Context: an optimization exercise on an open-source flow, tuned for small area. The choices shown serve that exercise and are no tape-out recipe.
Only simulation tests tie the RTL to the original design; equivalence was not proved.
Power and IR drop assume default switching activity. The flow treats the clock pin as an ideal source, which a real chip does not have.

## job 3991
==> flow/design.v (excerpt) <==
module ofdm_cfg_alloc_regs #(
  parameter int AW   = 7,
  parameter int LEN0 = 4,
  parameter int LEN1 = 16,
  parameter int LEN2 = 128
) (
  input  logic        CLK_I,
  input  logic        RST_I,
  input  logic [31:0] CFG_DAT_I,
  input  logic [1:0]  CFG_ADR_I,
  input  logic        CFG_WE_I,
  input  logic        CFG_STB_I,
  output logic        CFG_ACK_O,
  output logic [31:0] CFG_DAT_O,
  output logic        CFG_RDY_O,
  output logic [1:0]  STD_O,
  output logic        AL_BIT_O,
  output logic        AL_VLD_O,
  output logic        AL_LAST_O,
  input  logic        AL_RD_I
);
Size: roughly 4,400 flip-flops, ~78 I/O pins.
clock: 8.0 ns
lec_check: 0
cap_margin: 20
core_margin: 2
core_utilization: 70
setup_slack_margin: 0.2
slew_margin: 20
standard.sh (not shown) runs the stock make flow with config.mk's settings and CLKGATE_MAP_FILE= SYNTH_SCRIPT=/design/flow/synth_recipe.tcl, a recipe that flattens the netlist after the stock synthesis.
==> flow/flow/run.sh <==
#!/bin/bash
set -euo pipefail
bash standard.sh CTS_ARGS="-sink_clustering_enable -repair_clock_nets -dont_use_dummy_load -buf_list sky130_fd_sc_hd__clkbuf_16 -sink_clustering_size 30 -sink_clustering_max_diameter 60" finish > standard.log 2>&1
Job 3991: no failed stages, no open violations at the end
Modified inputs, job 9993 compared to job 3991
- CORE_UTILIZATION: 70 -> 30
==> flow/flow/run.sh <==
#!/bin/bash
set -euo pipefail
bash standard.sh CTS_ARGS="-sink_clustering_enable -repair_clock_nets -dont_use_dummy_load -buf_list sky130_fd_sc_hd__clkbuf_16" finish > standard.log 2>&1
==> comparison <==
Total power: job 9993 above job 3991
Of job 3991 and job 9993, job 3991 shows the lower deepest level of the CTS H-tree, with job 9993 above it.
Of job 3991 and job 9993, the run reporting the lower number of ordinary and repair buffers in the finished layout was job 9993.
When the final numbers for job 3991 and job 9993 were put side by side, the depth of the worst register-to-register path turned out to be greater in job 3991.
Job 9993: done, clean on timing, DRC and antenna
Relative to job 3991, the final cell area reported for job 9993 is higher.
Taking job 3991 as the reference, in job 9993 global-route usage now smaller; transition time at the pin with the least slew margin now larger; initial core utilization now smaller.
Cmp job 3991 and job 9993 / ratio of final minimum period to clock period / higher: job 9993
Layout multi-input combinational cell count: job 3991 vs job 9993 identical
Input-level comparison between job 759 and job 9993:
- CORE_UTILIZATION changed from 30 to 50
==> flow/flow/run.sh <==
#!/bin/bash
set -euo pipefail
bash standard.sh CTS_ARGS="-sink_clustering_enable -repair_clock_nets -dont_use_dummy_load -buf_list sky130_fd_sc_hd__clkbuf_8 -sink_clustering_size 20 -sink_clustering_max_diameter 60" finish > standard.log 2>&1
==> comparison <==
Final non-filler cell area (job 759 vs. job 9993) decreases by a little under 10%
Job 9993 → job 759: power density over the cells lower, fmax now larger.
Taking job 9993 as the reference, in job 759 non-clock buffering overhead in the final layout neither gained nor lost much, number of non-clock buffers lost 3.2%, clock network fraction of total power lost 12 points.
Layout filler cell count, job 9993 and job 759: higher on job 9993
As far as total buffers and inverters traversed by the critical path goes, job 759 and job 9993 are indistinguishable; the numbers are identical.
Measured against each other, job 9993 and job 759 differ in minimum setup slack in the final design, the higher figure coming from job 759.
Sort job 9993 and job 759 by core region area asc -> top: job 759
The inputs of job 9262 differ from those of job 759 as listed below.
- CORE_UTILIZATION changed from 50 to 70
==> flow/flow/run.sh <==
#!/bin/bash
set -euo pipefail
bash standard.sh \
  CTS_ARGS="-sink_clustering_enable -repair_clock_nets -dont_use_dummy_load -buf_list sky130_fd_sc_hd__clkbuf_16 -sink_clustering_size 30 -sink_clustering_max_diameter 60" \
  BUFFER_PORTS_ARGS="-buffer_cell sky130_fd_sc_hd__buf_1" \
  finish > standard.log 2>&1
==> comparison <==
Placed standard-cell area for job 9262 is lower than for job 759.
Job 9262 vs job 759: maximum number of pins on one net before global-route repair down
| worst reg-to-reg setup slack | job 9262 vs job 759 | ≈ equal |
Job 9262 vs job 759: power density of the placed cells up by a few percent
Job 759 → job 9262: sequential share of power now smaller; sequential fraction of total cell area now larger; post-detailed-route wirelength per cell now larger.
Input changes introduced in job 3557 (baseline for comparison: job 9262):
- a change of CORE_UTILIZATION from 70 to 30
- an added CTS_BUF_LIST of sky130_fd_sc_hd__clkbuf_4
==> flow/run.sh (new file) <==
#!/bin/bash
# synth_recipe.tcl (not shown) runs the flow's synth.tcl, then flattens the netlist and writes it again
# the make line also repeats each setting of config.mk as NAME=value (left out here)
make -C /OpenROAD-flow-scripts/flow DESIGN_CONFIG=/design/flow/config.mk WORK_HOME=/design/flow/orfs CLKGATE_MAP_FILE= SYNTH_SCRIPT=/design/flow/synth_recipe.tcl finish
removed: flow/flow/run.sh
removed: flow/standard.sh
Findings:
- The standard cell core area number comes out lower for job 9262 vs job 3557.
- Between job 3557 and job 9262, it is job 3557 whose setup slack is lower, by 0.71 ns.
- Measured against job 9262, the number of tapcells of job 3557 comes out at 2.4 times the reference value.
- Job 3557: flow completed, timing, DRC and antenna clean

* * *

ofdm_cfg_alloc_regs, a different RTL version from the one above (not shown whole).
For scale: roughly 6400 cells after synthesis, ~4400 flip-flops, about 0.10 mm2 of cells after synthesis.
clock: 8.0 ns
lec_check: 0
cap_margin: 20
core_margin: 2
core_utilization: 70
setup_slack_margin: 0.2
slew_margin: 20
==> flow/flow/run.sh <==
#!/bin/bash
set -euo pipefail
bash standard.sh \
  CTS_ARGS="-sink_clustering_enable -repair_clock_nets -dont_use_dummy_load -buf_list sky130_fd_sc_hd__clkbuf_16 -sink_clustering_size 34 -sink_clustering_max_diameter 64" \
  BUFFER_PORTS_ARGS="-buffer_cell sky130_fd_sc_hd__buf_1" \
  finish > standard.log 2>&1
The first run passed the timing, DRC and antenna checks.
Change:
==> flow/flow/run.sh (replaced) <==
#!/bin/bash
set -euo pipefail
bash standard.sh \
  CTS_ARGS="-sink_clustering_enable -repair_clock_nets -dont_use_dummy_load -buf_list sky130_fd_sc_hd__clkbuf_16 -sink_clustering_size 32 -sink_clustering_max_diameter 64" \
  BUFFER_PORTS_ARGS="-buffer_cell sky130_fd_sc_hd__buf_1" \
  finish > standard.log 2>&1
Register-to-register slack gains 0.04 ns.
Core utilization goes up by 0.13 points.
Wire length hardly moves.
Total power increases by about 0.46%.
Via count stays flat.
Area after synthesis is unchanged.
Hold slack got worse by 0.031 ns.
Clock skew is higher by 0.0059 ns.
Combinational power stays flat.
Change:
==> flow/flow/run.sh (replaced) <==
#!/bin/bash
set -euo pipefail
bash standard.sh \
  CTS_ARGS="-sink_clustering_enable -repair_clock_nets -dont_use_dummy_load -buf_list {sky130_fd_sc_hd__clkbuf_8 sky130_fd_sc_hd__clkbuf_16} -sink_clustering_size 32 -sink_clustering_max_diameter 64" \
  BUFFER_PORTS_ARGS="-buffer_cell sky130_fd_sc_hd__buf_1" \
  finish > standard.log 2>&1
Effect:
- The new run completed without violations
- synthesized cell count stays the same
- via count does not change
- synthesized area does not change
- worst setup slack stays the same

* * *

Setup of v43:
The RTL this note starts from:
==> flow/design.v <==
module ofdm_cfg_alloc_regs #(
  parameter int AW   = 7,
  parameter int LEN0 = 4,
  parameter int LEN1 = 16,
  parameter int LEN2 = 128
) (
  input  logic        CLK_I,
  input  logic        RST_I,
  input  logic [31:0] CFG_DAT_I,
  input  logic [1:0]  CFG_ADR_I,
  input  logic        CFG_WE_I,
  input  logic        CFG_STB_I,
  output logic        CFG_ACK_O,
  output logic [31:0] CFG_DAT_O,
  output logic        CFG_RDY_O,
  output logic [1:0]  STD_O,
  output logic        AL_BIT_O,
  output logic        AL_VLD_O,
  output logic        AL_LAST_O,
  input  logic        AL_RD_I
);
  localparam int PW = AW + 1;   
  localparam int RW = AW + 5;   
  localparam int NW = 2**AW;    
  localparam int SB = 3;        
  localparam int S  = 2**SB;
  localparam int TB = 4;        
  localparam int NI = NW / S;   
  localparam int NT = NW / (2**TB);
  typedef enum logic [1:0] {
    RD_IDLE,
    RD_FETCH,
    RD_RUN
  } rd_state_e;
  localparam logic [PW-1:0] LEN0_W = LEN0;
  localparam logic [PW-1:0] LEN1_W = LEN1;
  localparam logic [PW-1:0] LEN2_W = LEN2;
  function automatic logic [PW-1:0] std_len(input logic [1:0] s);
    case (s)
      2'd0:    std_len = LEN0_W;
      2'd1:    std_len = LEN1_W;
      2'd2:    std_len = LEN2_W;
      default: std_len = '0;
    endcase
  endfunction
  logic          ack_q;
  logic [1:0]    std_q, std_n;
  logic [PW-1:0] len_q, len_n;
  logic [PW-1:0] wptr_q, wptr_n;
  logic          rdy_q;
  logic wr_std;
  logic wr_word;
  logic word_ok;
  assign wr_std  = CFG_STB_I && CFG_WE_I && (CFG_ADR_I == 2'd0);
  assign wr_word = CFG_STB_I && CFG_WE_I && (CFG_ADR_I == 2'd1);
  assign len_q   = std_len(std_q);
  assign word_ok = wr_word && (wptr_q < len_q);
  always_comb begin
    std_n  = std_q;
    wptr_n = wptr_q;
    if (wr_std) begin
      std_n  = CFG_DAT_I[1:0];
      wptr_n = '0;
    end else if (word_ok) begin
      wptr_n = wptr_q + 1'b1;
    end
    len_n = std_len(std_n);
  end
  always_ff @(posedge CLK_I or posedge RST_I) begin
    if (RST_I) begin
      ack_q  <= 1'b0;
      std_q  <= 2'd0;
      wptr_q <= '0;
      rdy_q  <= 1'b0;
    end else begin
      ack_q  <= CFG_STB_I;
      std_q  <= std_n;
      wptr_q <= wptr_n;
      rdy_q  <= (wptr_n == len_n);
    end
  end
  assign CFG_ACK_O = ack_q;
  assign CFG_RDY_O = rdy_q;
  assign STD_O     = std_q;
  logic [NW-1:0][31:0] ring_q;
  logic [AW-1:0]       p0_q;     
  logic [AW-1:0]       wn_q;     
  logic                wr0;      
  logic [S-1:1][31:0]  dl_dq;
  logic [S-1:1]        dl_vq;
  logic [S-1:0][31:0]  dl_d;
  logic [S-1:0]        dl_v;
  logic [S-1:0]        dl_sel;
  logic                ins;
  logic                ins_tok;
  logic [31:0]         ins_dat;
  logic [AW-SB-1:0]    ins_pt;
  assign wr0     = word_ok && (wptr_q == '0);
  assign dl_d    = {dl_dq, CFG_DAT_I};
  assign dl_v    = {dl_vq, word_ok && (wptr_q != '0)};
  always_comb begin
    logic older;
    older   = 1'b0;
    ins_dat = '0;
    for (int j = S - 1; j >= 0; j--) begin
      dl_sel[j] = dl_v[j] && !older;
      older     = older || dl_v[j];
      if (dl_sel[j]) ins_dat = ins_dat | dl_d[j];
    end
    if (wr0) ins_dat = CFG_DAT_I;
  end
  assign ins_tok = (|dl_v) && (wn_q[SB-1:0] == '0);
  assign ins     = wr0 || ins_tok;
  assign ins_pt  = wr0 ? '0 : wn_q[AW-1:SB];
  always_ff @(posedge CLK_I or posedge RST_I) begin
    if (RST_I) begin
      dl_vq <= '0;
    end else begin
      for (int j = 1; j < S; j++) begin
        dl_vq[j] <= dl_v[j-1] && !(ins_tok && dl_sel[j-1]) && !wr_std;
      end
    end
  end
  always_ff @(posedge CLK_I) begin
    for (int j = 1; j < S; j++) begin
      dl_dq[j] <= dl_d[j-1];
    end
    p0_q <= wr0 ? '0 : p0_q + 1'b1;
    wn_q <= wr0 ? '0 : wn_q + AW'(!ins_tok);
    for (int p = 0; p < NW; p++) begin
      if ((p % S) == 0 && ins && ins_pt == (p / S))
        ring_q[p] <= ins_dat;
      else
        ring_q[p] <= ring_q[(p + NW - 1) % NW];
    end
  end
  rd_state_e      state_q, state_n;
  logic [RW-1:0]  rptr_q;
  logic [31:0]    cur_word_q;
  logic [31:0]    nxt_word_q;
  logic [AW-1:0]  widx;
  logic [PW-1:0]  widx_inc;
  logic [AW-1:0]  next_widx;
  logic [AW-1:0]  hunt;
  logic [AW-1:0]  hpos;
  logic [RW:0]    last_idx;
  logic           run;
  logic           pop;
  logic           at_last;
  assign run       = (state_q == RD_RUN);
  assign widx      = rptr_q[RW-1:5];
  assign widx_inc  = {1'b0, widx} + 1'b1;
  assign next_widx = (widx_inc == len_q) ? '0 : widx_inc[AW-1:0];
  assign last_idx  = {len_q, 5'b0} - 1'b1;
  assign at_last   = ({1'b0, rptr_q} == last_idx);
  assign pop       = run && AL_RD_I && !wr_std;
  assign hunt      = run ? next_widx : '0;
  assign hpos      = p0_q - hunt;
  always_ff @(posedge CLK_I) begin
    if (hpos[TB-1:0] == '0) begin
      nxt_word_q <= ring_q[{hpos[AW-1:TB], {TB{1'b0}}}];
    end
  end
  always_ff @(posedge CLK_I or posedge RST_I) begin
    if (RST_I) begin
      state_q <= RD_IDLE;
    end else begin
      state_q <= state_n;
    end
  end
  always_comb begin
    state_n = state_q;
    case (state_q)
      RD_IDLE:  if (rdy_q && (len_q != '0)) state_n = RD_FETCH;
      RD_FETCH: state_n = RD_RUN;
      RD_RUN:   state_n = RD_RUN;
      default:  state_n = RD_IDLE;
    endcase
    if (wr_std) begin
      state_n = RD_IDLE;
    end
  end
  always_ff @(posedge CLK_I) begin
    if (wr_std) begin
      rptr_q <= '0;
    end else if (state_q == RD_FETCH) begin
      rptr_q <= '0;
    end else if (pop) begin
      rptr_q <= at_last ? '0 : rptr_q + 1'b1;
    end
  end
  always_ff @(posedge CLK_I) begin
    if (!wr_std && ((state_q == RD_FETCH) || (pop && rptr_q[4:0] == 5'd31))) begin
      cur_word_q <= nxt_word_q;
    end
  end
  assign AL_VLD_O  = run;
  assign AL_BIT_O  = run && cur_word_q[rptr_q[4:0]];
  assign AL_LAST_O = run && at_last;
  logic        ovf_q;
  logic [31:0] rd_mux;
  logic [31:0] dat_q;
  always_ff @(posedge CLK_I or posedge RST_I) begin
    if (RST_I) begin
      ovf_q <= 1'b0;
    end else if (wr_std) begin
      ovf_q <= 1'b0;
    end else if (wr_word && !word_ok) begin
      ovf_q <= 1'b1;
    end
  end
  always_comb begin
    rd_mux = '0;
    case (CFG_ADR_I)
      2'd0: rd_mux[1:0] = std_q;
      2'd2: begin
        rd_mux[0]      = rdy_q;
        rd_mux[1]      = ovf_q;
        rd_mux[3:2]    = std_q;
        rd_mux[8 +: PW] = wptr_q;
      end
      default: rd_mux = '0;
    endcase
  end
  always_ff @(posedge CLK_I or posedge RST_I) begin
    if (RST_I) begin
      dat_q <= '0;
    end else begin
      dat_q <= (CFG_STB_I && !CFG_WE_I) ? rd_mux : '0;
    end
  end
  assign CFG_DAT_O = dat_q;
endmodule
Settings: LEC_CHECK=0, CAP_MARGIN=20, CORE_MARGIN=2, CORE_UTILIZATION=70, SETUP_SLACK_MARGIN=0.2, SLEW_MARGIN=20; clock period 8.0 ns.
==> flow/flow/run.sh <==
#!/bin/bash
set -euo pipefail
bash standard.sh \
  CTS_ARGS="-sink_clustering_enable -repair_clock_nets -dont_use_dummy_load -buf_list sky130_fd_sc_hd__clkbuf_8 -sink_clustering_size 16 -sink_clustering_max_diameter 40" \
  BUFFER_PORTS_ARGS="-buffer_cell sky130_fd_sc_hd__buf_1" \
  finish > standard.log 2>&1
v43 finished end to end and its layout was clean on timing, DRC and antenna.
#### Input delta (v32 over v43)
Settings: CTS_CLUSTER_DIAMETER: unset -> 60; CORE_UTILIZATION: 70 -> 50; CTS_BUF_LIST: unset -> sky130_fd_sc_hd__clkbuf_8; CTS_CLUSTER_SIZE: unset -> 20.
==> flow/run.sh (new file) <==
#!/bin/bash
# synth_recipe.tcl (not shown) runs the flow's synth.tcl, then flattens the netlist and writes it again
# the make line also repeats each setting of config.mk as NAME=value (left out here)
make -C /OpenROAD-flow-scripts/flow DESIGN_CONFIG=/design/flow/config.mk WORK_HOME=/design/flow/orfs CLKGATE_MAP_FILE= SYNTH_SCRIPT=/design/flow/synth_recipe.tcl finish
removed: flow/flow/run.sh
removed: flow/standard.sh
--- outcome ---
- Register fraction of the total cell area came out lower on v32 than on v43.
- Of the two values seen for critical path class, flop to flop was produced by v43 and flop to primary output by v32.
- Diff v43 -> v32: via count of the first global-routing pass shows a reduction of about 2.6%; slack of the critical path decreased by 0.083 ns relative to the old numbers; routed wire length now larger; headroom to the max-slew limit dropped 3.8 points; die area saw an increase.
- v32 reports a lower weighted congestion reported at the end of routability-driven placement than v43 does.
- Delta(summed area of non-filler cells in the final layout, v32 - v43) > 0
- Diff v43 -> v32: combinational power barely changed; number of placed instances, taps included climbed about 9%.
The following lists how v18 was set up differently from v32:
Settings: CTS_CLUSTER_DIAMETER no longer set, was 60; CTS_BUF_LIST no longer set, was sky130_fd_sc_hd__clkbuf_8; CORE_UTILIZATION now 70, was 50; CTS_CLUSTER_SIZE no longer set, was 20.
==> flow/flow/run.sh (new file) <==
#!/bin/bash
set -euo pipefail
bash standard.sh \
  CTS_ARGS="-sink_clustering_enable -repair_clock_nets -dont_use_dummy_load -buf_list sky130_fd_sc_hd__clkbuf_8 -sink_clustering_size 20 -sink_clustering_max_diameter 50" \
  BUFFER_PORTS_ARGS="-buffer_cell sky130_fd_sc_hd__buf_1" \
  finish > standard.log 2>&1
==> flow/standard.sh (new file) <==
#!/bin/bash
# synth_recipe.tcl (not shown) runs the flow's synth.tcl, then flattens the netlist and writes it again
# the make line also repeats each setting of config.mk as NAME=value (left out here)
make -C /OpenROAD-flow-scripts/flow DESIGN_CONFIG=/design/flow/config.mk WORK_HOME=/design/flow/orfs CLKGATE_MAP_FILE= SYNTH_SCRIPT=/design/flow/synth_recipe.tcl "${@:-finish}"
removed: flow/run.sh
### Flow results
Delta(internal cell power, v18 - v32) < 0
Per the comparison of v18 with v32, setup slack saw an increase, portion of total power attributed to the clock network moved down, tap cell count dropped about 30%, final instance count without filler cells -8.7%, fill cell instance count of the final layout down about 45%.
The more densely filled core belongs to v18, not v32.
Changes in v45 relative to v18:
Settings: CTS_CLUSTER_SIZE now 30, previously not set; CTS_BUF_LIST now sky130_fd_sc_hd__clkbuf_16, previously not set; CTS_CLUSTER_DIAMETER now 60, previously not set.
==> flow/run.sh (new file) <==
#!/bin/bash
# synth_recipe.tcl (not shown) runs the flow's synth.tcl, then flattens the netlist and writes it again
# the make line also repeats each setting of config.mk as NAME=value (left out here)
make -C /OpenROAD-flow-scripts/flow DESIGN_CONFIG=/design/flow/config.mk WORK_HOME=/design/flow/orfs CLKGATE_MAP_FILE= SYNTH_SCRIPT=/design/flow/synth_recipe.tcl finish
removed: flow/flow/run.sh
removed: flow/standard.sh
--- outcome ---
Met1 capacity usage during global routing, v18 and v45: higher on v45
Critical-path cell with the highest stage delay = sky130_fd_sc_hd__dfxtp_2: v45; critical-path cell with the highest stage delay = sky130_fd_sc_hd__or3_2: v18
Relative to v18, the peak supply drop measured on v45 has decreased by more than 10%.
From v18 to v45, sequential fraction of the synthesis area did not move at all.
Summary of the comparison: period utilization is higher in v45, relative to v18.
#### Input delta (v57 over v45)
Settings: CTS_CLUSTER_DIAMETER removed (was 60); CTS_CLUSTER_SIZE removed (was 30); CTS_BUF_LIST removed (was sky130_fd_sc_hd__clkbuf_16).
==> flow/flow/run.sh (new file) <==
#!/bin/bash
set -euo pipefail
bash standard.sh \
  CTS_ARGS="-sink_clustering_enable -repair_clock_nets -dont_use_dummy_load -buf_list sky130_fd_sc_hd__clkbuf_8 -root_buf sky130_fd_sc_hd__clkbuf_16 -tree_buf sky130_fd_sc_hd__clkbuf_16 -sink_clustering_size 20 -sink_clustering_max_diameter 50 -distance_between_buffers 80" \
  BUFFER_PORTS_ARGS="-buffer_cell sky130_fd_sc_hd__buf_1" \
  finish > standard.log 2>&1
==> flow/standard.sh (new file) <==
#!/bin/bash
# synth_recipe.tcl (not shown) runs the flow's synth.tcl, then flattens the netlist and writes it again
# the make line also repeats each setting of config.mk as NAME=value (left out here)
make -C /OpenROAD-flow-scripts/flow DESIGN_CONFIG=/design/flow/config.mk WORK_HOME=/design/flow/orfs CLKGATE_MAP_FILE= SYNTH_SCRIPT=/design/flow/synth_recipe.tcl "${@:-finish}"
removed: flow/run.sh
==> run summary <==
Relative to v45, the clock-buffer cell count measured on v57 has increased by more than half. Final period utilization (higher): v45. Routed wire length: v57 vs v45 down 0.33%. On met3 usage in global routing, v45 and v57 are basically level. Looking at v45 and v57, the net switching fraction of the power is a wash.

[re-timing with driven ports]
The flow's constraints put no driver on any port. The routed layouts listed below were extracted and timed again, unchanged, in two steps. Step 1 assumes that a clkbuf_16 drives the clock port and a buf_2 every other input. Step 2 times the ports against the registers' clock, not the clock port: input delays grow and output delays shrink by t, the midpoint of the rising clock arrivals with the driver on. Three values: ideal, step 1, step 2; two values: the first two.
run | shift t [ns] | setup WS [ns] | worst hold slack (ns) | clock arrival spread, ns
job 3991 | 0.871 | 2.439 / 2.359 / 2.608 | 0.300 / 0.300 / 0.300 | 0.071 / 0.070
job 9993 | 1.008 | 2.344 / 2.344 / 2.344 | 0.270 / 0.270 / 0.270 | 0.088 / 0.088
job 759 | 1.071 | 2.577 / 2.498 / 2.622 | 0.250 / 0.250 / 0.250 | 0.132 / 0.131
job 9262 | 0.845 | 2.659 / 2.659 / 2.659 | 0.283 / 0.283 / 0.283 | 0.084 / 0.084
job 3557 | 1.458 | 1.953 / 1.867 / 2.344 | 0.262 / 0.262 / 0.262 | 0.141 / 0.141
the first run of note 2 | 0.838 | 2.106 / 2.155 / 1.317 | 0.286 / 0.286 / 0.286 | 0.107 / 0.107
the second run of note 2 | 0.834 | 2.093 / 2.141 / 1.307 | 0.254 / 0.254 / 0.254 | 0.108 / 0.108
the third run of note 2 | 0.834 | 2.093 / 2.141 / 1.307 | 0.254 / 0.254 / 0.254 | 0.108 / 0.108
v43 | 1.058 | 2.641 / 2.607 / 2.641 | 0.264 / 0.264 / 0.264 | 0.123 / 0.122
v32 | 1.095 | 2.557 / 2.478 / 2.608 | 0.293 / 0.293 / 0.293 | 0.083 / 0.083
v18 | 1.014 | 2.641 / 2.590 / 2.641 | 0.293 / 0.293 / 0.293 | 0.106 / 0.105
v45 | 0.899 | 2.392 / 2.310 / 2.570 | 0.320 / 0.320 / 0.320 | 0.031 / 0.032
v57 | 1.074 | 2.629 / 2.553 / 2.629 | 0.291 / 0.291 / 0.291 | 0.088 / 0.089
After both steps every run listed still meets setup and hold. The setup slack of the first run of note 2, which loses most, moves by +0.049 ns with the drivers and by -0.789 ns with both steps.
